Background: an optimization exercise with open tools, aiming at a short achievable clock period and few clock cycles per item. Do not read the settings as production practice. The RTL was checked by simulation tests, not by an equivalence proof against the original design. Power figures rest on the tool's default switching activity, not on a simulated workload.

## design.v

```verilog
package core_pkg;
  localparam int XLEN = 32;
  localparam logic [XLEN-1:0] RESET_PC = '0;
  localparam logic [6:0] OPC_OP     = 7'b0110011;
  localparam logic [6:0] OPC_OP_IMM = 7'b0010011;
  localparam logic [6:0] OPC_LUI    = 7'b0110111;
  localparam logic [6:0] OPC_AUIPC  = 7'b0010111;
  localparam logic [6:0] OPC_LOAD   = 7'b0000011;
  localparam logic [6:0] OPC_STORE  = 7'b0100011;
  typedef enum logic [3:0] {
    ALU_ADD,
    ALU_SUB,
    ALU_AND,
    ALU_OR,
    ALU_XOR,
    ALU_SLT,
    ALU_SLTU,
    ALU_SLL,
    ALU_SRL,
    ALU_SRA,
    ALU_PASS_B
  } alu_op_t;
  typedef logic [1:0] mem_width_t;
  localparam mem_width_t MEM_BYTE = 2'b00;
  localparam mem_width_t MEM_HALF = 2'b01;
  localparam mem_width_t MEM_WORD = 2'b10;
  typedef enum logic {
    WB_ALU,
    WB_MEM
  } wb_sel_t;
  typedef struct packed {
    logic [XLEN-1:0] pc;
    logic [31:0]     instr;
    logic            valid;
  } if_id_t;
  typedef struct packed {
    logic [XLEN-1:0] op_a;
    logic [XLEN-1:0] op_b;
    logic [XLEN-1:0] store_data;  
    logic [4:0]      rs1;
    logic [4:0]      rs2;
    logic            use_rs1;
    logic            use_rs2;
    alu_op_t         alu_op;
    logic [4:0]      rd;
    logic            reg_write;
    logic            mem_write;
    logic            mem_read;
    mem_width_t      mem_width;
    logic            mem_sign;
    wb_sel_t         wb_sel;
  } id_ex_t;
  typedef struct packed {
    logic [XLEN-1:0] result;
    logic [XLEN-1:0] store_data;
    logic [4:0]      rd;
    logic            reg_write;
    logic            mem_write;
    logic            mem_read;
    mem_width_t      mem_width;
    logic            mem_sign;
    wb_sel_t         wb_sel;
  } ex_mem_t;
  typedef struct packed {
    logic [XLEN-1:0] data;
    logic [4:0]      rd;
    logic            reg_write;
  } mem_wb_t;
  localparam if_id_t  IF_ID_BUBBLE  = '0;
  localparam id_ex_t  ID_EX_BUBBLE  = '0;
  localparam ex_mem_t EX_MEM_BUBBLE = '0;
  localparam mem_wb_t MEM_WB_BUBBLE = '0;
endpackage
`timescale 1ns/1ps
module rv_core (
  input  logic        clk,
  input  logic        reset_i,
  output logic [31:0] imem_addr_o,
  input  logic [31:0] imem_data_i,
  output logic [31:0] dmem_addr_o,
  output logic [31:0] dmem_wdata_o,
  output logic [3:0]  dmem_wstrb_o,
  output logic        dmem_we_o,
  input  logic [31:0] dmem_rdata_i,
  input  logic        dmem_stall_i,
  output logic        wb_valid_o,
  output logic [4:0]  wb_addr_o,
  output logic [31:0] wb_data_o
);
  localparam logic [6:0] OPC_OP     = 7'b0110011;
  localparam logic [6:0] OPC_OP_IMM = 7'b0010011;
  localparam logic [6:0] OPC_LUI    = 7'b0110111;
  localparam logic [6:0] OPC_AUIPC  = 7'b0010111;
  localparam logic [6:0] OPC_LOAD   = 7'b0000011;
  localparam logic [6:0] OPC_STORE  = 7'b0100011;
  function automatic logic [31:0] rev32(input logic [31:0] v);
    for (int i = 0; i < 32; i++) rev32[i] = v[31-i];
  endfunction
  function automatic logic [31:0] lanes(input logic [1:0] width, input logic [31:0] v);
    case (width)
      2'b00:   lanes = {4{v[7:0]}};
      2'b01:   lanes = {2{v[15:0]}};
      default: lanes = v;
    endcase
  endfunction
  function automatic logic [31:0] ks_add(input logic [31:0] a, input logic [31:0] b);
    logic [31:0] p, g, pp, gg, hp;
    hp = a ^ b;
    g  = a & b;
    p  = a | b;
    for (int l = 1; l < 32; l = l * 2) begin
      pp = p;
      gg = g;
      for (int j = l; j < 32; j++) begin
        gg[j] = g[j] | (p[j] & g[j - l]);
        pp[j] = p[j] & p[j - l];
      end
      p = pp;
      g = gg;
    end
    ks_add = hp ^ {g[30:0], 1'b0};
  endfunction
  function automatic logic [3:0] onehot4(input logic [1:0] v);
    onehot4 = 4'b0001 << v;
  endfunction
  function automatic logic [7:0] onehot8(input logic [2:0] v);
    onehot8 = 8'b0000_0001 << v;
  endfunction
  function automatic logic [3:0] strobes(input logic [1:0] width, input logic [1:0] off);
    case (width)
      2'b00:   strobes = 4'b0001 << off;
      2'b01:   strobes = off[1] ? 4'b1100 : 4'b0011;
      default: strobes = 4'b1111;
    endcase
  endfunction
  logic [31:2] pc_q;      
  logic [31:2] d1_pcn;    
  logic        d1_valid;
  logic [31:0] d1_instr;
  logic [31:2] d1_pc;
  logic [31:0] d2_rf1, d2_rf2, d2_imm;
  logic [31:2] d2_pc;
  logic [4:0]  d2_rs1, d2_rs2, d2_rd;
  logic        d2_use1, d2_use2, d2_rw, d2_load, d2_store, d2_op, d2_lui, d2_auipc;
  logic [1:0]  d2_width;
  logic        d2_sign;
  logic        d2_addsub, d2_sub, d2_and, d2_or, d2_xor, d2_slt, d2_sltu;
  logic        d2_sll, d2_srl, d2_sra;
  logic [31:0] x_a, x_ash, x_b, x_bx;           
  logic [3:0]  x_sh1;                           
  logic [7:0]  x_sh4;                           
  logic [31:0] x_base, x_imm, x_sd;             
  logic [31:0] x_wdata;
  logic [31:2] x_addr;
  logic [3:0]  x_strb;
  logic        x_store, x_load;
  logic [1:0]  x_off;
  logic        x_addsub, x_sub, x_and, x_or, x_xor, x_slt, x_sltu, x_sll, x_sr, x_sra;
  logic [4:0]  x_rd;
  logic        x_rw;
  logic [1:0]  x_width;
  logic        x_sign;
  logic [31:0] m_result;
  logic [4:0]  m_rd;
  logic        m_v;
  logic [31:0] w_data;
  logic [4:0]  w_rd;
  logic        w_v;
  logic [31:0] regs [1:31];
  logic [31:0] res;   
  logic pkeep;    
  logic hold;     
  logic pbusy;    
  logic agi;      
  logic memwait;  
  logic front;    
  assign pkeep   = dmem_stall_i & (x_load | x_store);
  assign hold    = dmem_stall_i & x_load;
  assign pbusy   = dmem_stall_i & x_store;
  assign memwait = pbusy & (d2_load | d2_store);
  assign front   = hold | agi | memwait;
  assign imem_addr_o = {pc_q, 2'b00};
  always_ff @(posedge clk) begin
    if (reset_i) begin
      pc_q     <= '0;
      d1_valid <= 1'b0;
    end else begin
      pc_q <= front ? d1_pcn : pc_q + 30'd1;
      if (!front) d1_valid <= 1'b1;
    end
  end
  always_ff @(posedge clk) begin
    if (!front) begin
      d1_instr <= imem_data_i;
      d1_pc    <= pc_q;
      d1_pcn   <= pc_q + 30'd1;
    end
  end
  logic [6:0]  opc;
  logic [2:0]  f3;
  logic [4:0]  rs1, rs2, rd;
  logic        is_op, is_opi, is_alu, is_lui, is_auipc, is_load, is_store;
  logic        use1, use2, rw;
  logic [31:0] imm;
  logic [31:0] rf1, rf2;
  assign opc = d1_instr[6:0];
  assign rd  = d1_instr[11:7];
  assign f3  = d1_instr[14:12];
  assign rs1 = d1_instr[19:15];
  assign rs2 = d1_instr[24:20];
  assign is_op    = d1_valid && opc == OPC_OP;
  assign is_opi   = d1_valid && opc == OPC_OP_IMM;
  assign is_alu   = is_op | is_opi;
  assign is_lui   = d1_valid && opc == OPC_LUI;
  assign is_auipc = d1_valid && opc == OPC_AUIPC;
  assign is_load  = d1_valid && opc == OPC_LOAD;
  assign is_store = d1_valid && opc == OPC_STORE;
  assign use1 = (is_alu | is_load | is_store) && rs1 != 5'd0;
  assign use2 = (is_op | is_store) && rs2 != 5'd0;
  assign rw   = (is_alu | is_lui | is_auipc | is_load) && rd != 5'd0;
  always_comb begin
    if (is_lui | is_auipc) imm = {d1_instr[31:12], 12'b0};
    else if (is_store)     imm = {{20{d1_instr[31]}}, d1_instr[31:25], d1_instr[11:7]};
    else                   imm = {{20{d1_instr[31]}}, d1_instr[31:20]};
  end
  always_comb begin
    if (rs1 == 5'd0) rf1 = '0;
    else if (m_v && m_rd == rs1) rf1 = m_result;
    else if (w_v && w_rd == rs1) rf1 = w_data;
    else rf1 = regs[rs1];
    if (rs2 == 5'd0) rf2 = '0;
    else if (m_v && m_rd == rs2) rf2 = m_result;
    else if (w_v && w_rd == rs2) rf2 = w_data;
    else rf2 = regs[rs2];
  end
  always_ff @(posedge clk) begin
    if (w_v) regs[w_rd] <= w_data;
  end
  logic [4:0] in_rs1, in_rs2;
  logic [6:0] in_opc;
  logic       in_use1, in_use2;
  logic       h1a, h1b, h2a, h2b;
  assign in_opc  = imem_data_i[6:0];
  assign in_rs1  = imem_data_i[19:15];
  assign in_rs2  = imem_data_i[24:20];
  assign in_use1 = (in_opc == OPC_OP || in_opc == OPC_OP_IMM || in_opc == OPC_LOAD ||
                    in_opc == OPC_STORE) && in_rs1 != 5'd0;
  assign in_use2 = (in_opc == OPC_OP || in_opc == OPC_STORE) && in_rs2 != 5'd0;
  always_ff @(posedge clk) begin
    if (!hold) begin
      h1a <= in_use1 && in_rs1 == d2_rd;
      h1b <= in_use2 && in_rs2 == d2_rd;
      h2a <= use1 && rs1 == d2_rd;
      h2b <= use2 && rs2 == d2_rd;
    end
  end
  logic [31:0] fix1, fix2, base, bsel, agu;
  logic        fwd1, fwd2;
  assign fwd1 = !hold && x_rw && (front ? h2a : h1a);
  assign fwd2 = !hold && x_rw && (front ? h2b : h1b);
  always_comb begin
    fix1 = d2_rf1;
    fix2 = d2_rf2;
    if (d2_lui)        base = '0;
    else if (d2_auipc) base = {d2_pc, 2'b00};
    else               base = fix1;
    bsel = d2_op ? fix2 : d2_imm;
    agu  = ks_add(fix1, d2_imm);
  end
  assign agi = (d2_load | d2_store) && x_rw && h2a;
  always_ff @(posedge clk) begin
    if (reset_i) begin
      d2_rw    <= 1'b0;
      d2_load  <= 1'b0;
      d2_store <= 1'b0;
      d2_use1  <= 1'b0;
      d2_use2  <= 1'b0;
    end else if (!front) begin
      d2_rw    <= rw;
      d2_load  <= is_load;
      d2_store <= is_store;
      d2_use1  <= use1;
      d2_use2  <= use2;
    end
  end
  always_ff @(posedge clk) begin
    d2_rf1 <= fwd1 ? res : (front ? d2_rf1 : rf1);
    d2_rf2 <= fwd2 ? res : (front ? d2_rf2 : rf2);
    if (!front) begin
      d2_imm    <= imm;
      d2_pc     <= d1_pc;
      d2_rs1    <= rs1;
      d2_rs2    <= rs2;
      d2_rd     <= rd;
      d2_op     <= is_op;
      d2_lui    <= is_lui;
      d2_auipc  <= is_auipc;
      d2_width  <= f3[1:0];
      d2_sign   <= ~f3[2];
      d2_addsub <= (is_alu && f3 == 3'b000) || is_lui || is_auipc;
      d2_sub    <= (is_op && f3 == 3'b000 && d1_instr[30]) ||
                   (is_alu && (f3 == 3'b010 || f3 == 3'b011));
      d2_sll    <= is_alu && f3 == 3'b001;
      d2_slt    <= is_alu && f3 == 3'b010;
      d2_sltu   <= is_alu && f3 == 3'b011;
      d2_xor    <= is_alu && f3 == 3'b100;
      d2_srl    <= is_alu && f3 == 3'b101 && !d1_instr[30];
      d2_sra    <= is_alu && f3 == 3'b101 && d1_instr[30];
      d2_or     <= is_alu && f3 == 3'b110;
      d2_and    <= is_alu && f3 == 3'b111;
    end
  end
  logic        fa, fb, fs;
  logic [31:0] sd;
  assign fa = x_rw && h2a;
  assign fb = d2_op && x_rw && h2b;
  assign fs = d2_store && x_rw && h2b;
  assign sd = fs ? res : fix2;
  always_ff @(posedge clk) begin
    x_a   <= fa ? res : base;
    x_ash <= fa ? (d2_sll ? rev32(res) : res) : (d2_sll ? rev32(base) : base);
    x_b   <= fb ? res : bsel;
    x_bx  <= fb ? (d2_sub ? ~res : res) : (d2_sub ? ~bsel : bsel);
    x_sh1 <= fb ? onehot4(res[1:0]) : onehot4(bsel[1:0]);
    x_sh4 <= fb ? onehot8(res[4:2]) : onehot8(bsel[4:2]);
  end
  always_ff @(posedge clk) begin
    x_addsub <= !hold && d2_addsub;
    x_sub    <= !hold && d2_sub;
    x_and    <= !hold && d2_and;
    x_or     <= !hold && d2_or;
    x_xor    <= !hold && d2_xor;
    x_slt    <= !hold && d2_slt;
    x_sltu   <= !hold && d2_sltu;
    x_sll    <= !hold && d2_sll;
    x_sr     <= !hold && (d2_srl | d2_sra);
    x_sra    <= !hold && d2_sra;
  end
  logic [31:0] addr_k;
  assign addr_k = x_base + x_imm;
  always_ff @(posedge clk) begin
    if (pkeep) begin
      x_addr  <= addr_k[31:2];
      x_wdata <= lanes(x_width, x_sd);
      x_strb  <= x_load ? 4'b0000 : strobes(x_width, x_off);
    end else begin
      x_addr  <= agu[31:2];
      x_wdata <= lanes(d2_width, sd);
      x_strb  <= d2_store ? strobes(d2_width, agu[1:0]) : 4'b0000;
    end
  end
  always_ff @(posedge clk) begin
    if (reset_i) begin
      x_store <= 1'b0;
      x_load  <= 1'b0;
      x_rw    <= 1'b0;
    end else if (pbusy) begin
      x_store <= 1'b1;
      x_load  <= 1'b0;
      x_rw    <= d2_rw & ~agi & ~memwait;
    end else if (!hold) begin
      x_store <= d2_store & ~agi;
      x_load  <= d2_load & ~agi;
      x_rw    <= d2_rw & ~agi;
    end
  end
  always_ff @(posedge clk) begin
    if (!pkeep) begin
      x_base  <= fix1;
      x_imm   <= d2_imm;
      x_sd    <= sd;
      x_off   <= agu[1:0];
      x_width <= d2_width;
      x_sign  <= d2_sign;
    end
    if (!hold) begin
      x_rd    <= d2_rd;
    end
  end
  logic [31:0] sr, lane, ld;
  logic [33:0] sumc;
  logic [31:0] sum;
  logic        lt_s, lt_u, fill;
  assign sumc = {1'b0, x_a, 1'b1} + {1'b0, x_bx, x_sub};
  assign sum  = sumc[32:1];
  assign lt_u = ~sumc[33];
  assign lt_s = (x_a[31] ^ x_b[31]) ? x_a[31] : sum[31];
  logic [34:0] sx;
  logic [31:0] s1;
  assign fill = x_sra & x_ash[31];
  assign sx   = {{3{fill}}, x_ash};
  always_comb begin
    for (int i = 0; i < 32; i++) begin
      s1[i] = (x_sh1[0] & sx[i]) | (x_sh1[1] & sx[i+1]) | (x_sh1[2] & sx[i+2]) | (x_sh1[3] & sx[i+3]);
    end
    for (int i = 0; i < 32; i++) begin
      sr[i] = 1'b0;
      for (int k = 0; k < 8; k++) begin
        sr[i] = sr[i] | (x_sh4[k] & ((i + 4*k < 32) ? s1[(i + 4*k) % 32] : fill));
      end
    end
  end
  assign lane = dmem_rdata_i >> {x_off, 3'b000};
  always_comb begin
    case (x_width)
      2'b00:   ld = {{24{x_sign & lane[7]}}, lane[7:0]};
      2'b01:   ld = {{16{x_sign & lane[15]}}, lane[15:0]};
      default: ld = dmem_rdata_i;
    endcase
  end
  assign res = ({32{x_addsub}} & sum)
             | ({32{x_and}}    & (x_a & x_b))
             | ({32{x_or}}     & (x_a | x_b))
             | ({32{x_xor}}    & (x_a ^ x_b))
             | {31'd0, (x_slt & lt_s) | (x_sltu & lt_u)}
             | ({32{x_sll}}    & rev32(sr))
             | ({32{x_sr}}     & sr)
             | ({32{x_load}}   & ld);
  assign dmem_addr_o  = {x_addr, 2'b00};
  assign dmem_we_o    = x_store;
  assign dmem_wstrb_o = x_strb;
  assign dmem_wdata_o = x_wdata;
  always_ff @(posedge clk) begin
    if (reset_i) m_v <= 1'b0;
    else         m_v <= x_rw & ~hold;
  end
  always_ff @(posedge clk) begin
    m_result <= res;
    m_rd     <= x_rd;
  end
  assign wb_valid_o = m_v;
  assign wb_addr_o  = m_rd;
  assign wb_data_o  = m_result;
  always_ff @(posedge clk) begin
    if (reset_i) w_v <= 1'b0;
    else         w_v <= m_v;
  end
  always_ff @(posedge clk) begin
    w_data <= m_result;
    w_rd   <= m_rd;
  end
endmodule
```

## config.mk

```make
export PLATFORM = sky130hd
export DESIGN_NAME = rv_core
export DESIGN_NICKNAME = rv_core
export VERILOG_FILES = /design/flow/design.v
export SDC_FILE = /design/flow/constraint.sdc
export NUM_CORES = 4
export LEC_CHECK = 0
export ABC_CLOCK_PERIOD_IN_PS = 2500
export CAP_MARGIN = 20
export CORE_MARGIN = 2
export CORE_UTILIZATION = 40
export SETUP_SLACK_MARGIN = 4.5
export SLEW_MARGIN = 20
export TNS_END_PERCENT = 100
```

## run.sh

```bash
#!/bin/bash
# synth_recipe.tcl (not shown) runs the flow's synth.tcl, then flattens the netlist and writes it again
# the make line also repeats each setting of config.mk as NAME=value (left out here)
make -C /OpenROAD-flow-scripts/flow DESIGN_CONFIG=/design/flow/config.mk WORK_HOME=/design/flow/orfs CLKGATE_MAP_FILE= SYNTH_SCRIPT=/design/flow/synth_recipe.tcl finish
```

## constraint.sdc

```tcl
create_clock -name core_clock -period 7.5 [get_ports {clk}]
set_input_delay 1.5000 -clock core_clock [delete_from_list [all_inputs] [get_ports {clk}]]
set_output_delay 1.5000 -clock core_clock [all_outputs]
set_load 0.01 [all_outputs]
```

==> flow_summary.toml, run 1 <==
[critical_path]
arrival_ns = 4.14
reg2reg_depth = 12
rrSetupSlack_ns = 4.12
cp_num_cells = 12
endpoint_kind = "flip-flop"
critPathBufInv = 0
slowest_delay_ns = 0.49
cp_slowest_cell = "edfxtp_1"
startpoint = "d2_rf1[0]$_DFFE_PP_"
reg2reg_from = "d2_rf1[0]$_DFFE_PP_"
path_cells = "ha_4 > fa_2 > nand2b_4 > a211oi_4 > a2111oi_4 > or4b_4 > nand2_4 > o41a_1 > a31oi_4 > a2111oi_4 > o21a_1 > o31ai_1"
critPathKind = "flip-flop to flip-flop"
path_common_cell = "a2111oi_4"
critPathRequiredTime_ns = 8.27
startpoint_type = "flip-flop"
cpLargestDelayFamily = "compound AO/OA/AOI/OAI gates"
critPathMaxFanout = 3

[sta]
finalHoldViolCount = 0
grt_setup_unrepaired = "yes"
setup_viol = 0
relSlewSlack = 0.164
finalSetupTns_ns = 0
worstMarginPinSlew_ns = 1.25
fmax_mhz = 296
whs_ns = 0.355
finClkSkew_ns = 0.0587
slew_viol_final = 0
period_share = 0.450
fin_crit_ns = 3.38

[detailed_routing]
routedWlPerCell_um = 33.5
firstDrtPassIters = 6
route.vias.total = 55378
drc = 0
via_per_inst = 6.21
drt_iter0_markers = 7707
postRouteAntennaNets = 0
drt_wl_total_mm = 299

[cts]
ctsHoldBuffers = 0
clk_latency_ns = 0.86
cts_tree = "done"
htree_levels = 4
cts_root_buffer = "clkbuf_16"
cts.path.max_buffers = 3
clk_pin_slew_worst_paths_ns = 0.06
clock_sinks = 1680
cts_made_buffers = 181

[logic_synthesis]
synth_top_area_cell = "edfxtp_1"
netlist_area_um2 = 79900
async_flop_share = 0
synth_cells = 5581
synth-compound-area-share = 0.0864
synth.distinct_cells = 93
synth_xor_area_frac = 0.0186
synth-seq-cells = 1680
synth_seq_area_share = 0.585
synth-simple-area-share = 0.0593
synth_adder_area_share = 0.0299
synth_area_per_cell_um2 = 14.3
synth_edf_count = 1311
synth_top_family_by_area = "multiplexers"
synthMuxAreaShare = 0.192
yosysWarningCount = 1
synth_top_cell_area_share = 0.493
synth_top_flop_cell = "edfxtp_1"
yosys-top-cells-area = "edfxtp_1, mux4_2, dfxtp_1"

[power]
power_mw = 22.5
ir_worst_vdd_mv = 0.262
leakagePower_nw = 36.0
p_per_area_nw_per_um2 = 229

[place]
place_hpwl_mm = 178
gp_congestion = 0.984
portBuffers = 201

[worst_hold_path]
hp-class = "flip-flop to flip-flop"
worstHoldStart = "x_rd[0]$_DFFE_PN_"
hold_depth = 0

[global_route]
grt_use_total = 0.281
grt_overflow_total = 0
grt_pass1_wl_mm = 405
antenna_found_initial = 21
grt_max_degree = 78
grt_pass1_vias = 53484

[layout]
drive_above_1_share = 0.333
final_net_count = 6360
post-route-util = 0.495
syn_to_final_growth_pct = 23.4

[die]
initial_utilization = 0.401
die_h_um = 451
ios = 206
rows = 164
fp.dieW_um = 451
coreArea_um2 = 199000
dieArea_um2 = 203000

[outcome]
status = "finished clean"

[run]
drv_cap = 0
[sequential cells by signal (all words and copies together), names as in the netlist, 30 cells and up, named ones only]
register and flops:
regs 992, d1_instr 32, d2_imm 32, d2_rf1 32
d2_rf2 32, m_result 32, w_data 32, x_a 32
x_ash 32, x_b 32, x_base 32, x_bx 32
x_imm 32, x_sd 32, x_wdata 32, d1_pc 30
d1_pcn 30, d2_pc 30, pc_q 30, x_addr 30
[synthesized netlist by cell type (9+ instances only)]
cell type,instances
xnor2_1,67
nor4_1,17
o2111ai_1,9
a221oi_2,9
and2_1,18
a21oi_1,321
a221o_1,17
o21bai_1,13
mux4_2,577
o21ai_0,217
o211ai_1,18
o31ai_1,15
nand4_1,27
o22ai_1,77
mux2i_1,210
edfxtp_1,1311
o21ai_1,11
ha_1,188
buf_1,93
buf_2,19
clkbuf_1,243
o221ai_1,9
inv_1,224
mux2_2,21
nand3_1,63
and3_1,16
a31oi_1,17
a21o_1,50
nor2b_1,59
a211oi_1,83
nand2b_1,30
xor2_1,103
nand2_1,399
dfxtp_1,369
a221oi_1,14
a22oi_1,99
or3_1,14
nor2_1,354
o21a_1,20
a222oi_1,15
nor3_1,25
or2_2,11
[logic make-up (layout without fill, tap and decap cells)]
kind of cell	after synthesis	count (layout)
buffers and inverters	590	1257
multiplexers	808	808
AND/OR/NAND/NOR	1066	1071
other	1	11
flip-flops	1680	1680
AO/OA/AOI/OAI	1076	1079
XOR/XNOR	170	170
adder cells (fa/ha/maj)	190	190
[routing by layer]
layer  vias up  wire (um)  track usage
met5         -        264            0
met4        20      26900        0.208
met3       857      27300       0.0572
met2      3393     138000        0.441
met1     28257     106000        0.344
li1      22851          -            -
[power breakdown]
| part | total, mW | internal (mW) | switching [mW] |
|---|---|---|---|
| Clock | 9.04 | 5.17 | 3.87 |
| Combinational | 2.92 | 1.30 | 1.62 |
| Sequential | 10.6 | 10.2 | 0.369 |
[final timing paths]
path	endpoint
setup / recovery	x_addr[30]$_DFF_P_
hold / removal	m_rd[0]$_DFF_P_
setup reg to reg	x_addr[30]$_DFF_P_
hold reg to reg	m_rd[0]$_DFF_P_
[cell type report]
type	instances	area (um^2)
clock buffers	252	5070
well taps	2656	3320
flip-flops and latches	1680	47200
repair inverters	1	5.00
diodes	7	17.5
multi-input cells	3322	34100
inverters	225	876
clock inverters	87	901
repair buffers	692	7090
fillers	16705	100000
[per-stage QoR]
stage	setup WS [ns]	instances	instance area, um^2
finish	4.12	8922	98600
global route	4.05	8917	98600
CTS	4.00	8765	95700
detailed placement	2.81	8185	85500
global placement	2.86	8184	85500
floorplan	4.06	5584	80400
[placed cells by master, fill, tap and decap left out, drive strengths merged, types with 27 or more instances in the layout]
master,netlist,routed
dfxtp,369,369
clkdlybuf4s50,0,49
mux2i,210,210
nand3,63,66
a22oi,99,99
nand2,400,400
nor2b,59,59
ha,188,188
clkbuf,244,277
nand4,27,27
a211oi,84,84
mux4,577,577
o21ai,228,230
nor2,356,356
inv,225,234
buf,121,525
clkdlybuf4s15,0,51
nand2b,30,30
dlygate4sd2,0,36
a21oi,323,323
a21o,50,50
xor2,103,103
edfxtp,1311,1311
o22ai,77,77
xnor2,67,67
clkinv,0,59
[timing repair]
action | CTS | global route
buffers inserted | 228 | 126
resized for setup | 972 | 284
gates cloned | 13 | 24
pin swaps | 94 | 131
hold endpoints to repair | 0 | 0
setup endpoints to repair | 721 | 299
Testbench counts, summed over its fixed seeds: cycles 11,705, instrs 11,200.
==> run 2: changes to the inputs <==
--- a/design.v
+++ b/design.v
@@ -167,6 +167,9 @@
   logic [4:0]  w_rd;
   logic        w_v;
   logic [31:0] regs [1:31];
+  logic        z1, z2;      
+  logic        mh1, mh2;    
+  logic        wh1, wh2;    
   logic [31:0] res;   
   logic pkeep;    
   logic hold;     
@@ -224,13 +227,13 @@
     else                   imm = {{20{d1_instr[31]}}, d1_instr[31:20]};
   end
   always_comb begin
-    if (rs1 == 5'd0) rf1 = '0;
-    else if (m_v && m_rd == rs1) rf1 = m_result;
-    else if (w_v && w_rd == rs1) rf1 = w_data;
+    if (z1) rf1 = '0;
+    else if (mh1) rf1 = m_result;
+    else if (wh1) rf1 = w_data;
     else rf1 = regs[rs1];
-    if (rs2 == 5'd0) rf2 = '0;
-    else if (m_v && m_rd == rs2) rf2 = m_result;
-    else if (w_v && w_rd == rs2) rf2 = w_data;
+    if (z2) rf2 = '0;
+    else if (mh2) rf2 = m_result;
+    else if (wh2) rf2 = w_data;
     else rf2 = regs[rs2];
   end
   always_ff @(posedge clk) begin
@@ -247,6 +250,14 @@
                     in_opc == OPC_STORE) && in_rs1 != 5'd0;
   assign in_use2 = (in_opc == OPC_OP || in_opc == OPC_STORE) && in_rs2 != 5'd0;
   always_ff @(posedge clk) begin
+    z1  <= front ? rs1 == 5'd0 : in_rs1 == 5'd0;
+    z2  <= front ? rs2 == 5'd0 : in_rs2 == 5'd0;
+    mh1 <= !hold && x_rw && (front ? x_rd == rs1 : x_rd == in_rs1);
+    mh2 <= !hold && x_rw && (front ? x_rd == rs2 : x_rd == in_rs2);
+    wh1 <= m_v && (front ? m_rd == rs1 : m_rd == in_rs1);
+    wh2 <= m_v && (front ? m_rd == rs2 : m_rd == in_rs2);
+  end
+  always_ff @(posedge clk) begin
     if (!hold) begin
       h1a <= in_use1 && in_rs1 == d2_rd;
       h1b <= in_use2 && in_rs2 == d2_rd;
==> run 2 against run 1 <==
  * Critical endpoint is now x_ash[0]$_DFF_P_
  * Critical path type unchanged
  * Largest cell class unchanged
  * Setup slack gained 0.0091 ns
  * Count of clock-buffer cells in the layout shrank 18
  * Sequential power is essentially flat
  * Routed wire length shrank 2.9%
==> flow_summary.toml, run 2 <==
[logic_synthesis]
synth.distinct_cells = 97
yosys-top-cells-area = "edfxtp_1, mux4_2, dfxtp_1"
synth_cells = 5662
synth_top_cell_area_share = 0.489
synth_top_flop_cell = "edfxtp_1"
synth-seq-cells = 1686
synth_area_per_cell_um2 = 14.2
yosysMostFrequentCell = "edfxtp_1"
synth_seq_area_share = 0.582
synth_top_area_cell = "edfxtp_1"
yosysWarningCount = 1
netlist_area_um2 = 80500
ys_top_cells_by_count = "edfxtp_1, mux4_2, nor2_1"
async_flop_share = 0
synth_edf_count = 1311

[detailed_routing]
route.vias.total = 55282
drc = 0
firstDrtPassIters = 9
via_per_inst = 6.13
drt_wl_total_mm = 290
drt_iter0_markers = 7553
postRouteAntennaNets = 0
routedWlPerCell_um = 32.2

[critical_path]
startpoint_type = "flip-flop"
critPathKind = "flip-flop to flip-flop"
cp_slowest_cell = "a211o_4"
endpoint_kind = "flip-flop"
cpLargestDelayFamily = "compound AO/OA/AOI/OAI gates"
critPathRequiredTime_ns = 8.26
critPathMaxFanout = 5
arrival_ns = 4.13
critPathBufInv = 2
path_cells = "fa_2 > a21o_1 > a311o_1 > a21oi_2 > o31ai_4 > a211o_4 > buf_6 > a211o_1 > o31ai_4 > a211oi_4 > buf_12 > o22a_1 > mux2i_1"
path_common_cell = "o31ai_4"
slowest_delay_ns = 0.42

[place]
portBuffers = 201
place_hpwl_mm = 176
gp_congestion = 0.991

[die]
dieArea_um2 = 205000
coreArea_um2 = 200000
fp.dieW_um = 453
die_h_um = 453
rows = 164
ios = 206
initial_utilization = 0.403

[cts]
cts_root_buffer = "clkbuf_16"
cts_tree = "done"
htree_levels = 4
clock_sinks = 1686
ctsHoldBuffers = 0
clk_latency_ns = 0.85
cts_made_buffers = 181
cts.path.max_buffers = 3
clk_pin_slew_worst_paths_ns = 0.06

[power]
p_per_area_nw_per_um2 = 228
ir_worst_vdd_mv = 0.255
power_mw = 22.8
leakagePower_nw = 36.8

[layout]
syn_to_final_growth_pct = 24.4
layout_common_cells = "edfxtp_1, mux4_2, nor2_1"
fillers = 16713
largest_reg_flops = 992
drive_above_1_share = 0.343
final_net_count = 6451
final_common_cell = "edfxtp_1"
regMostFlops = "regs"

[worst_hold_path]
hp-class = "flip-flop to flip-flop"

[sta]
setup_viol = 0
grt_setup_unrepaired = "yes"
slew_viol_final = 0
fmax_mhz = 297
finalSetupTns_ns = 0
finalHoldViolCount = 0
finClkSkew_ns = 0.0620
worstMarginPinSlew_ns = 1.15
fin_crit_ns = 3.37
relSlewSlack = 0.233
period_share = 0.449

[global_route]
grt_max_degree = 88
grt_use_total = 0.273
grt_overflow_total = 0
antenna_found_initial = 8
grt_pass1_wl_mm = 399
grt_pass1_vias = 53461

[outcome]
status = "finished clean"

[run]
drv_cap = 0
==> run 2: cell count changes in the layout (fill, tap and decap cells not counted), sizes merged, moves of 9 or more <==
cell	delta
and3	+9
o21ai	-18
a211oi	-68
inv	+24
nor2	+69
clkbuf	-15
clkinv	+14
a21oi	+79
mux2i	+20
a22oi	+9
clkdlybuf4s15	-12
nand2	-78
==> run 2: worst reg2reg max path, stage by stage, from the launching register on <==
cell	delay (ns)
dfxtp_2	0.33
fa_2	0.40
a21o_1	0.21
a311o_1	0.38
a21oi_2	0.24
o31ai_4	0.13
a211o_4	0.42
buf_6	0.14
a211o_1	0.29
o31ai_4	0.09
a211oi_4	0.06
buf_12	0.18
o22a_1	0.23
mux2i_1	0.18
==> run 2: kinds of logic after synthesis <==
group           count (synthesis)  synth area share
xor+xnor                      176            0.0191
simple gates                 1080            0.0603
flops                        1686             0.582
other cells                     1         0.0000466
mux                           830             0.193
compound gates               1090            0.0856
fa+ha+maj                     190            0.0297
buf+inv                       609            0.0298
==> run 2: final cells by class <==
class | count | area [um^2] | area share
Sequential cell | 1686 | 47200 | 0.471
Multi-Input combinational cell | 3375 | 34700 | 0.347
Antenna cell | 9 | 22.5 | 0.000225
Timing Repair Buffer | 696 | 7790 | 0.0778
Tap cell | 2656 | 3320 | 0.0332
Timing Repair inverter | 3 | 22.5 | 0.000225
Inverter | 251 | 980 | 0.00978
Clock inverter | 104 | 1190 | 0.0119
Clock buffer | 234 | 4910 | 0.0490
==> run 2: final timing paths <==
| kind | from | endpoint | slack (ns) | cells after the start |
|---|---|---|---|---|
| setup / recovery | x_sub$_DFF_P_ | x_ash[0]$_DFF_P_ | 4.13 | 13 |
| hold / removal | m_result[1]$_DFF_P_ | w_data[1]$_DFF_P_ | 0.40 | 0 |
| setup reg to reg | x_sub$_DFF_P_ | x_ash[0]$_DFF_P_ | 4.13 | 13 |
| hold reg to reg | m_result[1]$_DFF_P_ | w_data[1]$_DFF_P_ | 0.40 | 0 |
==> run 2: where the power goes <==
group	internal (mW)	switching, mW
Clock	5.26	3.93
Sequential	10.2	0.328
Combinational	1.39	1.66
==> run 2: what timing repair did <==
| action | in CTS | in global routing |
|---|---|---|
| hold endpoints to repair | 0 | 0 |
| buffers inserted | 223 | 108 |
| gates cloned | 36 | 32 |
| resized for setup | 1065 | 302 |
| pin swaps | 137 | 87 |
| setup endpoints to repair | 688 | 345 |
==> run 2: metrics by stage <==
step	util	cell area (um^2)	hold WS, ns	worst slack [ns]	std cells
final	0.501	100000	0.395	4.13	9014
after global routing	0.501	100000	0.408	4.08	9011
after CTS	0.486	97100	0.400	4.23	8863
after detailed placement	0.431	86100	0.379	2.48	8266
after global placement	0.431	86100	0.385	2.18	8266
after floorplan	-	81100	0.400	3.96	5665
==> run 2: per-layer routing <==
layer,GRT usage,share of wire,vias to the layer above
met1,0.355,0.38,28348
met2,0.435,0.47,3111
met4,0.150,0.066,2
met5,0,0.000059,-
met3,0.0497,0.087,672
li1,-,-,23149
Testbench counts of run 2, summed over its fixed seeds: cycles 11,705, instrs 11,200.
==> run 3: changes to the inputs <==
--- a/design.v
+++ b/design.v
@@ -104,10 +104,13 @@
     endcase
   endfunction
   function automatic logic [31:0] ks_add(input logic [31:0] a, input logic [31:0] b);
-    logic [31:0] p, g, pp, gg, hp;
-    hp = a ^ b;
-    g  = a & b;
-    p  = a | b;
+    ks_add = ks_pg(a & b, a | b, a ^ b);
+  endfunction
+  function automatic logic [31:0] ks_pg(input logic [31:0] g0, input logic [31:0] p0,
+                                        input logic [31:0] hp);
+    logic [31:0] p, g, pp, gg;
+    g  = g0;
+    p  = p0;
     for (int l = 1; l < 32; l = l * 2) begin
       pp = p;
       gg = g;
@@ -118,7 +121,7 @@
       p = pp;
       g = gg;
     end
-    ks_add = hp ^ {g[30:0], 1'b0};
+    ks_pg = hp ^ {g[30:0], 1'b0};
   endfunction
   function automatic logic [3:0] onehot4(input logic [1:0] v);
     onehot4 = 4'b0001 << v;
@@ -139,6 +142,7 @@
   logic [31:0] d1_instr;
   logic [31:2] d1_pc;
   logic [31:0] d2_rf1, d2_rf2, d2_imm;
+  logic [31:0] d2_ag, d2_ap, d2_ah;   
   logic [31:2] d2_pc;
   logic [4:0]  d2_rs1, d2_rs2, d2_rd;
   logic        d2_use1, d2_use2, d2_rw, d2_load, d2_store, d2_op, d2_lui, d2_auipc;
@@ -164,10 +168,9 @@
   logic [4:0]  m_rd;
   logic        m_v;
   logic [31:0] w_data;
-  logic [4:0]  w_rd;
-  logic        w_v;
+  logic [31:1] w_we;    
   logic [31:0] regs [1:31];
-  logic        z1, z2;      
+  logic [31:1] rsel1, rsel2;  
   logic        mh1, mh2;    
   logic        wh1, wh2;    
   logic [31:0] res;   
@@ -226,18 +229,25 @@
     else if (is_store)     imm = {{20{d1_instr[31]}}, d1_instr[31:25], d1_instr[11:7]};
     else                   imm = {{20{d1_instr[31]}}, d1_instr[31:20]};
   end
+  logic [31:0] rd1, rd2;
   always_comb begin
-    if (z1) rf1 = '0;
-    else if (mh1) rf1 = m_result;
+    rd1 = '0;
+    rd2 = '0;
+    for (int k = 1; k < 32; k++) begin
+      rd1 = rd1 | ({32{rsel1[k]}} & regs[k]);
+      rd2 = rd2 | ({32{rsel2[k]}} & regs[k]);
+    end
+    if (mh1) rf1 = m_result;
     else if (wh1) rf1 = w_data;
-    else rf1 = regs[rs1];
-    if (z2) rf2 = '0;
-    else if (mh2) rf2 = m_result;
+    else rf1 = rd1;
+    if (mh2) rf2 = m_result;
     else if (wh2) rf2 = w_data;
-    else rf2 = regs[rs2];
+    else rf2 = rd2;
   end
   always_ff @(posedge clk) begin
-    if (w_v) regs[w_rd] <= w_data;
+    for (int k = 1; k < 32; k++) begin
+      if (w_we[k]) regs[k] <= w_data;
+    end
   end
   logic [4:0] in_rs1, in_rs2;
   logic [6:0] in_opc;
@@ -250,8 +260,10 @@
                     in_opc == OPC_STORE) && in_rs1 != 5'd0;
   assign in_use2 = (in_opc == OPC_OP || in_opc == OPC_STORE) && in_rs2 != 5'd0;
   always_ff @(posedge clk) begin
-    z1  <= front ? rs1 == 5'd0 : in_rs1 == 5'd0;
-    z2  <= front ? rs2 == 5'd0 : in_rs2 == 5'd0;
+    for (int k = 1; k < 32; k++) begin
+      rsel1[k] <= front ? rs1 == 5'(k) : in_rs1 == 5'(k);
+      rsel2[k] <= front ? rs2 == 5'(k) : in_rs2 == 5'(k);
+    end
     mh1 <= !hold && x_rw && (front ? x_rd == rs1 : x_rd == in_rs1);
     mh2 <= !hold && x_rw && (front ? x_rd == rs2 : x_rd == in_rs2);
     wh1 <= m_v && (front ? m_rd == rs1 : m_rd == in_rs1);
@@ -266,9 +278,12 @@
     end
   end
   logic [31:0] fix1, fix2, base, bsel, agu;
+  logic [31:0] n_base, n_imm;
   logic        fwd1, fwd2;
   assign fwd1 = !hold && x_rw && (front ? h2a : h1a);
   assign fwd2 = !hold && x_rw && (front ? h2b : h1b);
+  assign n_base = fwd1 ? res : (front ? d2_rf1 : rf1);
+  assign n_imm  = front ? d2_imm : imm;
   always_comb begin
     fix1 = d2_rf1;
     fix2 = d2_rf2;
@@ -276,7 +291,7 @@
     else if (d2_auipc) base = {d2_pc, 2'b00};
     else               base = fix1;
     bsel = d2_op ? fix2 : d2_imm;
-    agu  = ks_add(fix1, d2_imm);
+    agu  = ks_pg(d2_ag, d2_ap, d2_ah);
   end
   assign agi = (d2_load | d2_store) && x_rw && h2a;
   always_ff @(posedge clk) begin
@@ -295,7 +310,10 @@
     end
   end
   always_ff @(posedge clk) begin
-    d2_rf1 <= fwd1 ? res : (front ? d2_rf1 : rf1);
+    d2_rf1 <= n_base;
+    d2_ag  <= n_base & n_imm;
+    d2_ap  <= n_base | n_imm;
+    d2_ah  <= n_base ^ n_imm;
     d2_rf2 <= fwd2 ? res : (front ? d2_rf2 : rf2);
     if (!front) begin
       d2_imm    <= imm;
@@ -443,11 +461,7 @@
   assign wb_addr_o  = m_rd;
   assign wb_data_o  = m_result;
   always_ff @(posedge clk) begin
-    if (reset_i) w_v <= 1'b0;
-    else         w_v <= m_v;
-  end
-  always_ff @(posedge clk) begin
     w_data <= m_result;
-    w_rd   <= m_rd;
+    for (int k = 1; k < 32; k++) w_we[k] <= m_v && m_rd == 5'(k);
   end
 endmodule
==> run 3 against run 2 <==
  * Setup slack improved by 0.049 ns
  * Still clean
  * Largest cell class unchanged
  * Flip-flop and latch count increased by 168
  * Global-route usage increased by 8.1 points
  * Core utilization decreased by 0.94 points
  * Count of clock-buffer cells in the layout increased by 47
  * First-iteration DRC count increased by 70%
  * Critical path depth decreased by 5
==> flow_summary.toml, run 3 <==
[place]
dpl_worst_slack_ns = 2.33
place_hpwl_mm = 213
portBuffers = 201
gp_congestion = 0.965

[sta]
fin_crit_ns = 3.32
worstMarginPinSlew_ns = 1.31
finalWorstSetupSlack_ns = 4.18
setup_viol = 0
relSlewSlack = 0.127
slew_viol_final = 0
finalSetupTns_ns = 0
finClkSkew_ns = 0.0483
period_share = 0.442
finalHoldViolCount = 0
fmax_mhz = 301
grt_setup_unrepaired = "yes"

[die]
initial_utilization = 0.402
ios = 206
die_h_um = 446
coreArea_um2 = 195000
rows = 162
fp.dieW_um = 446
dieArea_um2 = 199000

[logic_synthesis]
yosys-top-cells-area = "edfxtp_1, dfxtp_1, a22oi_1"
synth_cells = 6224
yosysWarningCount = 2
synth.distinct_cells = 94
synth_edf_count = 1247
netlist_area_um2 = 78300
ys_top_cells_by_count = "edfxtp_1, dfxtp_1, a22oi_1"
async_flop_share = 0
synth_seq_area_share = 0.633
synth_top_flop_cell = "edfxtp_1"
synth_area_per_cell_um2 = 12.6
synth_top_cell_area_share = 0.478
synth_top_area_cell = "edfxtp_1"
yosysMostFrequentCell = "edfxtp_1"
synth-seq-cells = 1854

[detailed_routing]
via_per_inst = 6.95
firstDrtPassIters = 9
drt_iter0_markers = 12813
routedWlPerCell_um = 38.9
route.vias.total = 65226
drc = 0
drt_wl_total_mm = 365
postRouteAntennaNets = 0

[cts]
cts_made_buffers = 191
cts_tree = "done"
cts_root_buffer = "clkbuf_16"
clk_latency_ns = 0.87
clk_pin_slew_worst_paths_ns = 0.06
cts.path.max_buffers = 3
ctsHoldBuffers = 0
htree_levels = 4
clock_sinks = 1854

[worst_hold_path]
hp-class = "flip-flop to flip-flop"
hold-path-endpoint = "w_data[27]$_DFF_P_"
hold_depth = 0
worstHoldStart = "m_result[27]$_DFF_P_"

[global_route]
grt_busiest_layer = "met2"
grtUsageMet1 = 0.431
grt_max_degree = 72
grt_overflow_total = 0
grt_pass1_wl_mm = 490
grt_use_met3 = 0.149
grt_pass1_vias = 60508
antenna_found_initial = 21
grt_use_total = 0.354
met2_usage = 0.507

[outcome]
status = "finished clean"

[critical_path]
startpoint_type = "flip-flop"
arrival_ns = 3.92
critPathRequiredTime_ns = 8.10
critPathMaxFanout = 21
reg2reg_from = "rsel2[3]$_DFF_P_"
reg2reg_depth = 8
endpoint_kind = "flip-flop"
rrSetupSlack_ns = 4.18
critPathKind = "flip-flop to flip-flop"
r2r-end = "d2_rf2[29]$_DFFE_PP_"

[layout]
largest_reg_flops = 992
syn_to_final_growth_pct = 22.4
drive_above_1_share = 0.224
layout_common_cells = "edfxtp_1, a22oi_1, dfxtp_1"
regMostFlops = "regs"
final_common_cell = "edfxtp_1"
fillers = 16790
final_net_count = 6826

[power]
p_per_area_nw_per_um2 = 255
ir_worst_vdd_mv = 0.227
leakagePower_nw = 34.9

[run]
drv_cap = 0
==> run 3: kinds of logic (layout without fill, tap and decap cells) <==
logic type               Yosys count  in the layout  synth area share
other                              1             16         0.0000479
multiplexers                     148            148            0.0197
flip-flops                      1854           1854             0.633
adder cells (fa/ha/maj)          172            172            0.0276
XOR/XNOR                         166            166            0.0186
buffers and inverters            588           1108            0.0288
AO/OA/AOI/OAI                   2091           2094             0.199
AND/OR/NAND/NOR                 1204           1207            0.0726
==> run 3: worst max-delay path by stage <==
stage	startpoint	endpoint	slack (ns)	depth (start not counted)
finish	rsel2[3]$_DFF_P_	d2_rf2[29]$_DFFE_PP_	4.18	8
CTS	x_bx[0]$_DFF_P_	x_ash[29]$_DFF_P_	4.28	12
floorplan	dmem_rdata_i[31]	d2_ah[10]$_DFF_P_	3.88	8
global placement	dmem_stall_i	rsel1[23]$_DFF_P_	2.36	9
detailed placement	dmem_stall_i	rsel1[27]$_DFF_P_	2.33	9
global route	x_bx[0]$_DFF_P_	x_wdata[30]$_DFF_P_	4.18	13
==> run 3: cell type report <==
class	count	area, um^2	share of cell area
Tap cell	2624	3280	0.0343
Timing Repair inverter	1	8.76	0.0000914
Sequential cell	1854	50000	0.522
Clock inverter	78	707	0.00738
Timing Repair Buffer	569	5500	0.0573
Antenna cell	12	30.0	0.000313
Multi-Input combinational cell	3791	29900	0.312
Inverter	179	716	0.00747
Clock buffer	281	5640	0.0588
==> run 3: critical path, stage by stage (launching register included) <==
cell      delay (ns)
dfxtp_2         0.51
buf_4           0.44
a22o_1          0.29
a221oi_1        0.22
nand4_1         0.14
o32ai_1         1.06
nor2_1          0.10
a21oi_1         0.21
o21ai_2         0.07
==> run 3: through the flow <==
stage                     power (mW)  instance area (um^2)   util  hold WS (ns)  instances
final                           24.4                 95800  0.492         0.409       9389
after global routing            25.0                 95800  0.492         0.411       9378
after CTS                       24.1                 94100  0.483         0.415       9322
after detailed placement        14.4                 84000  0.431         0.405       8812
after global placement          14.4                 84000  0.431         0.404       8812
after floorplan                 13.1                 79000      -         0.400       6227
==> run 3: layer usage <==
metal / wire (um) / share of wire
met1: 126000 / 0.35
met2: 150000 / 0.41
met4: 32200 / 0.088
met3: 56000 / 0.15
met5: 542 / 0.0015
==> run 3: repair_timing <==
action / in CTS / in global routing
gates resized for setup: 898 / 326
cloned: 8 / 0
buffers inserted: 143 / 53
endpoints found under the setup margin: 925 / 384
pin swaps: 106 / 95
==> run 3: report_power, final <==
part | internal, mW | leakage, nW | switching (mW)
logic | 1.20 | 14.1 | 1.78
clock network | 5.47 | 3.11 | 4.20
registers | 11.3 | 17.7 | 0.509
Testbench counts of run 3, summed over its fixed seeds: cycles 11,705, instrs 11,200.
==> run 4: changes to the inputs <==
--- a/config.mk
+++ b/config.mk
@@ -8,7 +8,7 @@
 export ABC_CLOCK_PERIOD_IN_PS = 2500
 export CAP_MARGIN = 20
 export CORE_MARGIN = 2
-export CORE_UTILIZATION = 40
+export CORE_UTILIZATION = 33
 export SETUP_SLACK_MARGIN = 4.5
 export SLEW_MARGIN = 20
 export TNS_END_PERCENT = 100
==> run 4 against run 3 <==
  * Register-to-register slack gained 0.17 ns
  * Largest power group unchanged
  * Synthesized cell count did not move
  * Synthesized area is the same
  * Sequential share of layout area down 0.52 points
  * Die area is 21% higher
  * Critical path type unchanged
  * Maximum frequency rose by 5.3%
  * Still clean
==> flow_summary.toml, run 4 <==
[outcome]
status = "finished clean"

[run]
drv_cap = 0

[logic_synthesis]
yosysMostFrequentCell = "edfxtp_1"
synth-seq-cells = 1854
async_flop_share = 0
synth_edf_count = 1247
synth_top_area_cell = "edfxtp_1"
synth_seq_area_share = 0.633
synth_cells = 6224
synth.distinct_cells = 94
synth_top_flop_cell = "edfxtp_1"
yosysWarningCount = 2
synth_top_cell_area_share = 0.478
synth_area_per_cell_um2 = 12.6
netlist_area_um2 = 78300
yosys-top-cells-area = "edfxtp_1, dfxtp_1, a22oi_1"
ys_top_cells_by_count = "edfxtp_1, dfxtp_1, a22oi_1"

[cts]
clk_pin_slew_worst_paths_ns = 0.07
clock_sinks = 1854
cts_tree = "done"
htree_levels = 4
cts.path.max_buffers = 3
cts_made_buffers = 190
clk_latency_ns = 0.88
cts_root_buffer = "clkbuf_16"

[sta]
setup_viol = 0
finalSetupTns_ns = 0
period_share = 0.420
slew_viol_final = 0
whs_ns = 0.412
fmax_mhz = 317
worstMarginPinSlew_ns = 1.20
finalHoldViolCount = 0
finClkSkew_ns = 0.0605
fin_crit_ns = 3.15
grt_setup_unrepaired = "yes"
relSlewSlack = 0.197

[detailed_routing]
drt_iter0_markers = 12432
drc = 0
route.vias.total = 65414
routedWlPerCell_um = 37.2
postRouteAntennaNets = 0
firstDrtPassIters = 12
via_per_inst = 6.59
drt_wl_total_mm = 369

[layout]
seq_area_um2 = 50100
final_net_count = 6822
drive_above_1_share = 0.221
final_common_cell = "edfxtp_1"
multiInputGateArea_um2 = 29900
syn_to_final_growth_pct = 23.9
fillers = 21712
post-route-util = 0.412
regMostFlops = "regs"
layout_common_cells = "edfxtp_1, a22oi_1, dfxtp_1"
largest_reg_flops = 992

[die]
initial_utilization = 0.332
fp.dieW_um = 491
die_h_um = 491
dieArea_um2 = 241000
rows = 178
coreArea_um2 = 236000
ios = 206

[global_route]
grt_max_degree = 105
grt_pass1_wl_mm = 493
grt_overflow_total = 0
grt_pass1_vias = 60456
grt_use_total = 0.290
antenna_found_initial = 25

[critical_path]
cp_slowest_cell = "dfxtp_4"
endpoint_kind = "flip-flop"
path_cells = "ha_4 > a211oi_2 > o21bai_2 > a211o_4 > a211o_1 > o211ai_1 > buf_4 > mux2i_4 > nand3_4 > buf_4 > nor2_4 > a21oi_2 > xor2_1"
reg2reg_depth = 13
critPathMaxFanout = 5
slowest_delay_ns = 0.42
path_common_cell = "buf_4"
critPathKind = "flip-flop to flip-flop"
critPathBufInv = 2
critPathRequiredTime_ns = 8.21
cpLargestDelayFamily = "compound AO/OA/AOI/OAI gates"
cp_num_cells = 13
startpoint_type = "flip-flop"
arrival_ns = 3.86

[place]
portBuffers = 201
place_hpwl_mm = 215
gp_congestion = 0.951

[power]
ir_worst_vdd_mv = 0.264
p_per_area_nw_per_um2 = 254
swShare = 0.265
pwr-share-comb = 0.120
p_clk_frac = 0.401
leakagePower_nw = 35.0
p_int_mw = 18.1
p_switching_mw = 6.54
p_seq_frac = 0.478

[worst_hold_path]
hold_depth = 0
hp-class = "flip-flop to flip-flop"
-- run 4: cell counts after synthesis --
No cell type changed its count.
-- run 4: power by group through the flow --
stage	sequential [mW]	clock (mW)	combinational (mW)
finish	11.8	9.89	2.97
global route	11.8	10.3	3.11
CTS	11.8	9.90	2.64
detailed placement	12.0	0	2.39
global placement	12.0	0	2.36
floorplan	11.7	0	1.41
-- run 4: what timing repair did --
item | 4_1_cts | 5_1_grt
setup buffers | 149 | 63
hold buffers | 0 | 0
pin swaps | 95 | 124
cloned | 5 | 6
endpoints found under the setup margin | 895 | 305
resized for setup | 898 | 331
-- run 4: path summary, 6_finish.rpt --
check	start	end	slack, ns
setup / recovery	x_a[0]$_DFF_P_	x_bx[28]$_DFF_P_	4.35
hold / removal	m_result[2]$_DFF_P_	w_data[2]$_DFF_P_	0.41
setup reg to reg	x_a[0]$_DFF_P_	x_bx[28]$_DFF_P_	4.35
hold reg to reg	m_result[2]$_DFF_P_	w_data[2]$_DFF_P_	0.41
-- run 4: logic make-up after synthesis --
family	count (synthesis)	share of synthesized area
other	1	0.0000479
buffers and inverters	588	0.0288
AO/OA/AOI/OAI	2091	0.199
XOR/XNOR	166	0.0186
flip-flops	1854	0.633
multiplexers	148	0.0197
adder cells (fa/ha/maj)	172	0.0276
AND/OR/NAND/NOR	1204	0.0726
-- run 4: area by class of cell --
type | count | share of cell area
inverter | 179 | 0.00775
timing repair inverter | 1 | 0.000116
clock inverter | 103 | 0.0111
timing repair buffer | 566 | 0.0589
antenna | 21 | 0.000542
multi-input combinational | 3791 | 0.308
clock buffer | 256 | 0.0556
tap | 3150 | 0.0406
sequential | 1854 | 0.517
-- run 4: worst reg2reg max path: cells and delay by family, from the launching register on --
family                     cells  cell delay [ns]
and+or+nand+nor                2             0.28
adders and majority gates      1             0.23
buffers and inverters          2             0.40
xor gates and xnor gates       1             0.20
DFF                            1             0.42
AOI/OAI and AO/OA              6             1.24
muxes                          1             0.24
-- run 4: through the flow --
step / std cells / total power [mW] / instance area (um^2) / worst slack, ns
detailed placement: 9317 / 14.4 / 84600 / 2.28
CTS: 9830 / 24.3 / 94700 / 4.36
global route: 9903 / 25.2 / 97000 / 4.29
floorplan: 6227 / 13.1 / 79000 / 3.88
finish: 9921 / 24.7 / 97000 / 4.35
global placement: 9317 / 14.3 / 84600 / 2.39
-- run 4: metal layers --
metal / routed length, um / vias to the layer above / track usage
met5: 557 / - / 0.0149
met4: 31600 / 20 / 0.195
met3: 60400 / 1758 / 0.130
met2: 150000 / 6372 / 0.410
met1: 126000 / 31943 / 0.352
li1: - / 25321 / -
==> run 5: changes to the inputs <==
--- a/config.mk
+++ b/config.mk
@@ -9,6 +9,6 @@
 export CAP_MARGIN = 20
 export CORE_MARGIN = 2
 export CORE_UTILIZATION = 33
-export SETUP_SLACK_MARGIN = 4.5
+export SETUP_SLACK_MARGIN = 5.0
 export SLEW_MARGIN = 20
 export TNS_END_PERCENT = 100
==> run 5 against run 4 <==
  * Sequential share of layout area fell by 3.4 points
  * Flip-flop and latch count did not move
  * Via count rose by 4.6%
  * Worst hold slack got worse by 0.010 ns
  * Synthesized cell count did not move
  * Register-to-register slack got worse by 0.07 ns
  * Critical path type unchanged
  * Critical endpoint is now d2_ah[10]$_DFF_P_
  * Highest routed layer unchanged
==> flow_summary.toml, run 5 <==
[power]
leakagePower_nw = 38.0
pwr-share-comb = 0.139
p_int_mw = 18.5
p_seq_frac = 0.464
p_clk_frac = 0.397
ir_worst_vdd_mv = 0.274
p_switching_mw = 6.95
p_per_area_nw_per_um2 = 244
swShare = 0.273

[logic_synthesis]
yosys-top-cells-area = "edfxtp_1, dfxtp_1, a22oi_1"
synth_seq_area_share = 0.633
ys_top_cells_by_count = "edfxtp_1, dfxtp_1, a22oi_1"
synth.distinct_cells = 94
synth_top_flop_cell = "edfxtp_1"
synth-seq-cells = 1854
yosysMostFrequentCell = "edfxtp_1"
synth_top_area_cell = "edfxtp_1"
synth_edf_count = 1247
synth_cells = 6224
synth_area_per_cell_um2 = 12.6
yosysWarningCount = 2
netlist_area_um2 = 78300
synth_top_cell_area_share = 0.478
async_flop_share = 0

[critical_path]
reg2reg_from = "rsel1[2]$_DFF_P_"
r2r-end = "d2_ah[10]$_DFF_P_"
arrival_ns = 3.97
startpoint_type = "flip-flop"
critPathRequiredTime_ns = 8.24
crit_path_end = "d2_ah[10]$_DFF_P_"
critPathMaxFanout = 8
critPathKind = "flip-flop to flip-flop"
startpoint = "rsel1[2]$_DFF_P_"
endpoint_kind = "flip-flop"
rrSetupSlack_ns = 4.28
reg2reg_depth = 10

[sta]
finClkSkew_ns = 0.0861
fmax_mhz = 310
fin_crit_ns = 3.22
grt_setup_unrepaired = "yes"
period_share = 0.430
finalWorstSetupSlack_ns = 4.28
relSlewSlack = 0.160
slew_viol_final = 0
finalSetupTns_ns = 0
worstMarginPinSlew_ns = 1.26
setup_viol = 0
finalHoldViolCount = 0

[cts]
cts_made_buffers = 192
cts_root_buffer = "clkbuf_16"
clk_pin_slew_worst_paths_ns = 0.06
clk_latency_ns = 0.90
htree_levels = 4
clock_sinks = 1854
cts_tree = "done"
cts.path.max_buffers = 3

[place]
dpl_worst_slack_ns = 2.29
portBuffers = 201
place_hpwl_mm = 216
dpl.cell_count = 9317
place_area_um2 = 85400
gp_congestion = 0.955

[detailed_routing]
routedWlPerCell_um = 38.3
firstDrtPassIters = 12
drc = 0
met2_length_mm = 155
top_layer = "met5"
met1Wirelength_mm = 136
postRouteAntennaNets = 0
drt_iter0_markers = 14636
route.vias.total = 68449
drt_wl_total_mm = 395
via_per_inst = 6.65
met3_length_mm = 66.5

[die]
dieArea_um2 = 241000
coreArea_um2 = 236000
die_h_um = 491
ios = 206
rows = 178
fp.dieW_um = 491
initial_utilization = 0.332

[global_route]
grt_max_degree = 72
grt_pass1_vias = 63237
grt_overflow_total = 0
antenna_found_initial = 21
grt_use_total = 0.312
grt_pass1_wl_mm = 524

[layout]
largest_reg_flops = 992
drive_above_1_share = 0.327
design_area_um2 = 104000
final_net_count = 7185
syn_to_final_growth_pct = 33.0
regMostFlops = "regs"
fin_cells = 10294
layout_common_cells = "edfxtp_1, buf_4, a22oi_1"
final_common_cell = "edfxtp_1"

[worst_hold_path]
hp-class = "flip-flop to flip-flop"

[outcome]
status = "finished clean"

[run]
drv_cap = 0
run 5: cell counts after synthesis:
Identical to the previous run, type by type.
run 5: area by class of cell:
class | instances | area, um^2
diodes | 30 | 75.1
clock buffers | 259 | 5350
clock inverters | 103 | 1310
fillers | 20907 | 131000
inverters | 179 | 764
multi-input cells | 3796 | 32300
flip-flops and latches | 1854 | 50300
well taps | 3150 | 3940
repair buffers | 919 | 10000
repair inverters | 4 | 90.1
run 5: what timing repair did:
action | in CTS | in global routing
resized for setup | 1810 | 459
hold buffers | 0 | 0
setup buffers | 391 | 168
pin swaps | 253 | 229
setup endpoints to repair | 924 | 637
cloned | 22 | 3
run 5: critical path: stages (launching register included):
cell and delay (ns):
dfxtp_4 0.39, buf_4 0.18, buf_4 0.24, a22o_1 0.26, a221oi_1 0.29, nand4_1 0.18
o32ai_2 0.63, o211ai_1 0.31, o211ai_1 0.17, o21a_1 0.18, ha_1 0.24
run 5: worst min-delay path by stage:
stage | from | to | slack, ns | depth (start not counted)
2_1_floorplan | d1_pc[10]$_DFFE_PP_ | d2_pc[10]$_DFFE_PP_ | 0.40 | 0
6_report | d1_pc[12]$_DFFE_PP_ | d2_pc[12]$_DFFE_PP_ | 0.40 | 0
3_5_place_dp | d1_pc[14]$_DFFE_PP_ | d2_pc[14]$_DFFE_PP_ | 0.40 | 0
4_1_cts | d1_pc[6]$_DFFE_PP_ | d2_pc[6]$_DFFE_PP_ | 0.42 | 0
3_3_place_gp | d1_pc[20]$_DFFE_PP_ | d2_pc[20]$_DFFE_PP_ | 0.40 | 0
5_1_grt | d1_pc[19]$_DFFE_PP_ | d2_pc[19]$_DFFE_PP_ | 0.42 | 0
run 5: per-stage QoR:
| stage | hold slack, ns | util | power, mW |
|---|---|---|---|
| after floorplan | 0.400 | - | 13.2 |
| after global placement | 0.403 | 0.362 | 14.4 |
| after detailed placement | 0.405 | 0.363 | 14.5 |
| after CTS | 0.417 | 0.427 | 24.9 |
| after global routing | 0.420 | 0.442 | 25.9 |
| final | 0.402 | 0.442 | 25.4 |
run 5: routing by layer:
metal	up-vias	GRT usage
li1	26071	-
met5	-	0.00278
met4	20	0.210
met2	7174	0.428
met3	1883	0.132
met1	33301	0.395
run 5: cells by family after synthesis:
kind of cell | synth area share
AO/OA/AOI/OAI | 0.199
XOR/XNOR | 0.0186
adder cells (fa/ha/maj) | 0.0276
buffers and inverters | 0.0288
flip-flops | 0.633
multiplexers | 0.0197
other | 0.0000479
AND/OR/NAND/NOR | 0.0726
run 5: power by group through the flow:
stage | Combinational, mW | Clock [mW] | Sequential [mW]
2_1_floorplan | 1.45 | 0 | 11.7
3_3_place_gp | 2.47 | 0 | 12.0
3_5_place_dp | 2.49 | 0 | 12.0
4_1_cts | 3.08 | 10.1 | 11.8
5_1_grt | 3.68 | 10.5 | 11.8
6_report | 3.53 | 10.1 | 11.8
==> run 6: changes to the inputs <==
--- a/config.mk
+++ b/config.mk
@@ -8,7 +8,7 @@
 export ABC_CLOCK_PERIOD_IN_PS = 2500
 export CAP_MARGIN = 20
 export CORE_MARGIN = 2
-export CORE_UTILIZATION = 33
-export SETUP_SLACK_MARGIN = 5.0
+export CORE_UTILIZATION = 27
+export SETUP_SLACK_MARGIN = 4.5
 export SLEW_MARGIN = 20
 export TNS_END_PERCENT = 100
==> run 6 against run 5 <==
  * Register-to-register slack got worse by 0.04 ns
  * First-iteration DRC count decreased by 11%
  * Routed wire length is 5.9% lower
  * Sequential share of layout area is 3.2 points higher
  * Global-route usage decreased by 7.3 points
  * Critical path depth did not move
  * Clock skew is 0.011 ns lower
  * Largest cell class unchanged
==> flow_summary.toml, run 6 <==
[layout]
final_net_count = 6812
fillers = 27946
seq_area_um2 = 50200
final_common_cell = "edfxtp_1"
syn_to_final_growth_pct = 24.4
drive_above_1_share = 0.225
regMostFlops = "regs"
multiInputGateArea_um2 = 29900
layout_common_cells = "edfxtp_1, a22oi_1, dfxtp_1"
largest_reg_flops = 992

[detailed_routing]
postRouteAntennaNets = 0
firstDrtPassIters = 10
drc = 0
drt_wl_total_mm = 372
route.vias.total = 65066
via_per_inst = 6.18
drt_iter0_markers = 13080
routedWlPerCell_um = 35.3

[worst_hold_path]
hp-class = "flip-flop to flip-flop"

[critical_path]
critPathRequiredTime_ns = 8.18
endpoint_kind = "flip-flop"
startpoint_type = "flip-flop"
critPathKind = "flip-flop to flip-flop"
critPathMaxFanout = 3
arrival_ns = 3.94

[sta]
worstMarginPinSlew_ns = 1.22
grt_setup_unrepaired = "yes"
finalSetupTns_ns = 0
setup_viol = 0
fin_crit_ns = 3.26
finClkSkew_ns = 0.0748
fmax_mhz = 307
period_share = 0.434
finalHoldViolCount = 0
slew_viol_final = 0
relSlewSlack = 0.185

[logic_synthesis]
synth_top_cell_area_share = 0.478
netlist_area_um2 = 78300
synth.distinct_cells = 94
synth-seq-cells = 1854
synth_cells = 6224
yosysWarningCount = 2
yosysMostFrequentCell = "edfxtp_1"
synth_top_area_cell = "edfxtp_1"
yosys-top-cells-area = "edfxtp_1, dfxtp_1, a22oi_1"
synth_area_per_cell_um2 = 12.6
synth_top_flop_cell = "edfxtp_1"
async_flop_share = 0
ys_top_cells_by_count = "edfxtp_1, dfxtp_1, a22oi_1"
synth_seq_area_share = 0.633
synth_edf_count = 1247

[die]
rows = 197
initial_utilization = 0.272
ios = 206
die_h_um = 543
fp.dieW_um = 543
dieArea_um2 = 294000
coreArea_um2 = 288000

[cts]
htree_levels = 4
clk_latency_ns = 0.90
clock_sinks = 1854
cts_made_buffers = 186
cts_tree = "done"
cts_root_buffer = "clkbuf_16"
cts.path.max_buffers = 3
clk_pin_slew_worst_paths_ns = 0.06

[global_route]
antenna_found_initial = 24
grt_pass1_vias = 60444
grt_pass1_wl_mm = 494
grt_overflow_total = 0
grt_use_total = 0.239
grt_max_degree = 96

[power]
leakagePower_nw = 34.8
p_per_area_nw_per_um2 = 253
ir_worst_vdd_mv = 0.243
power_mw = 24.6

[place]
portBuffers = 201
gp_congestion = 0.962
place_hpwl_mm = 218

[run]
drv_cap = 0

[outcome]
status = "finished clean"
[run 6: cell counts after synthesis]
Identical to the previous run, type by type.
[run 6: cells by family after synthesis]
group / synth area share
simple gates: 0.0726
compound gates: 0.199
other cells: 0.0000479
flops: 0.633
xor+xnor: 0.0186
buf+inv: 0.0288
mux: 0.0197
fa+ha+maj: 0.0276
[run 6: layer usage]
layer,global-route usage,part of all wire,vias to the layer above
met1,0.291,0.34,31749
li1,-,-,25243
met3,0.107,0.16,1757
met2,0.342,0.40,6280
met5,0,0.0017,-
met4,0.149,0.085,37
[run 6: critical path: stages (launching register included)]
cell,delay [ns]
edfxtp_1,0.39
ha_2,0.21
or3_1,0.36
o311a_4,0.43
a211oi_4,0.34
o31a_1,0.28
a21oi_4,0.09
a31o_4,0.26
a21oi_4,0.13
mux2i_2,0.09
a211oi_4,0.47
[run 6: final timing paths]
check / from / to / slack, ns / depth (start not counted)
hold / removal: m_result[9]$_DFF_P_ / w_data[9]$_DFF_P_ / 0.37 / 0
setup / recovery: x_base[6]$_DFFE_PN_ / x_addr[31]$_DFF_P_ / 4.24 / 10
hold reg to reg: m_result[9]$_DFF_P_ / w_data[9]$_DFF_P_ / 0.37 / 0
setup reg to reg: x_base[6]$_DFFE_PN_ / x_addr[31]$_DFF_P_ / 4.24 / 10
[run 6: through the flow]
stage / worst slack [ns] / instances / hold WS, ns / instance area, um^2 / utilization
after floorplan: 3.88 / 6227 / 0.400 / 79000 / -
after global placement: 2.59 / 9936 / 0.403 / 85300 / 0.296
after detailed placement: 2.46 / 9936 / 0.398 / 85300 / 0.296
after CTS: 4.26 / 10442 / 0.377 / 95200 / 0.330
after global routing: 4.20 / 10518 / 0.385 / 97400 / 0.338
final: 4.24 / 10530 / 0.370 / 97400 / 0.338
[run 6: area by class of cell]
class,instances,area share
clock buffers,249,0.0525
repair buffers,556,0.0558
diodes,12,0.000308
clock inverters,103,0.0133
flip-flops and latches,1854,0.515
multi-input cells,3795,0.307
repair inverters,1,0.0000899
inverters,179,0.00755
well taps,3781,0.0486
[run 6: timing repair]
item | 4_1_cts | 5_1_grt
setup buffers | 144 | 75
gates cloned | 10 | 1
hold buffers | 0 | 0
endpoints found under the hold margin | 0 | 0
gates resized for setup | 983 | 346
pin swaps | 96 | 126
endpoints found under the setup margin | 839 | 331
[run 6: power breakdown]
part	internal (mW)	switching [mW]
Sequential	11.2	0.544
Combinational	1.23	1.81
Clock	5.54	4.29

==> static timing again, ports no longer ideal <==
How much do the figures lean on ideal ports? The routed layouts below were timed once more, with nothing changed but the port constraints. Step 1 sets driving cells, clkbuf_16 on the clock port and buf_2 on the other inputs (assumed; they add their load-dependent delay and slew). Step 2 times the ports against the registers' clock, not the clock port: input delays grow and output delays shrink by t, the midpoint of the rising clock arrivals with the driver on. a / b / c = ideal / step 1 / step 2; a / b = the first two.
| run | shift t [ns] | slack for setup (ns) | worst setup path at the end | latest minus earliest clock arrival (ns) | slew at the worst register clock pin (ns) |
|---|---|---|---|---|---|
| run 1 | 0.911 | 4.124 / 4.124 / 3.524 | input to register | 0.059 / 0.059 | 0.07 / 0.07 |
| run 2 | 0.909 | 4.133 / 4.133 / 3.497 | input to register | 0.062 / 0.062 | 0.07 / 0.07 |
| run 3 | 0.931 | 4.182 / 4.182 / 3.476 | input to register | 0.061 / 0.060 | 0.07 / 0.07 |
| run 4 | 0.949 | 4.350 / 4.350 / 3.464 | input to register | 0.072 / 0.072 | 0.07 / 0.07 |
| run 5 | 0.958 | 4.278 / 4.278 / 3.389 | input to register | 0.093 / 0.093 | 0.07 / 0.07 |
| run 6 | 0.948 | 4.242 / 4.242 / 3.426 | input to register | 0.080 / 0.081 | 0.07 / 0.07 |
After both steps setup and hold are still met in every run listed. For run 5, which loses most, drivers alone change the setup slack by 0.000 ns; drivers and shift together by -0.889 ns.
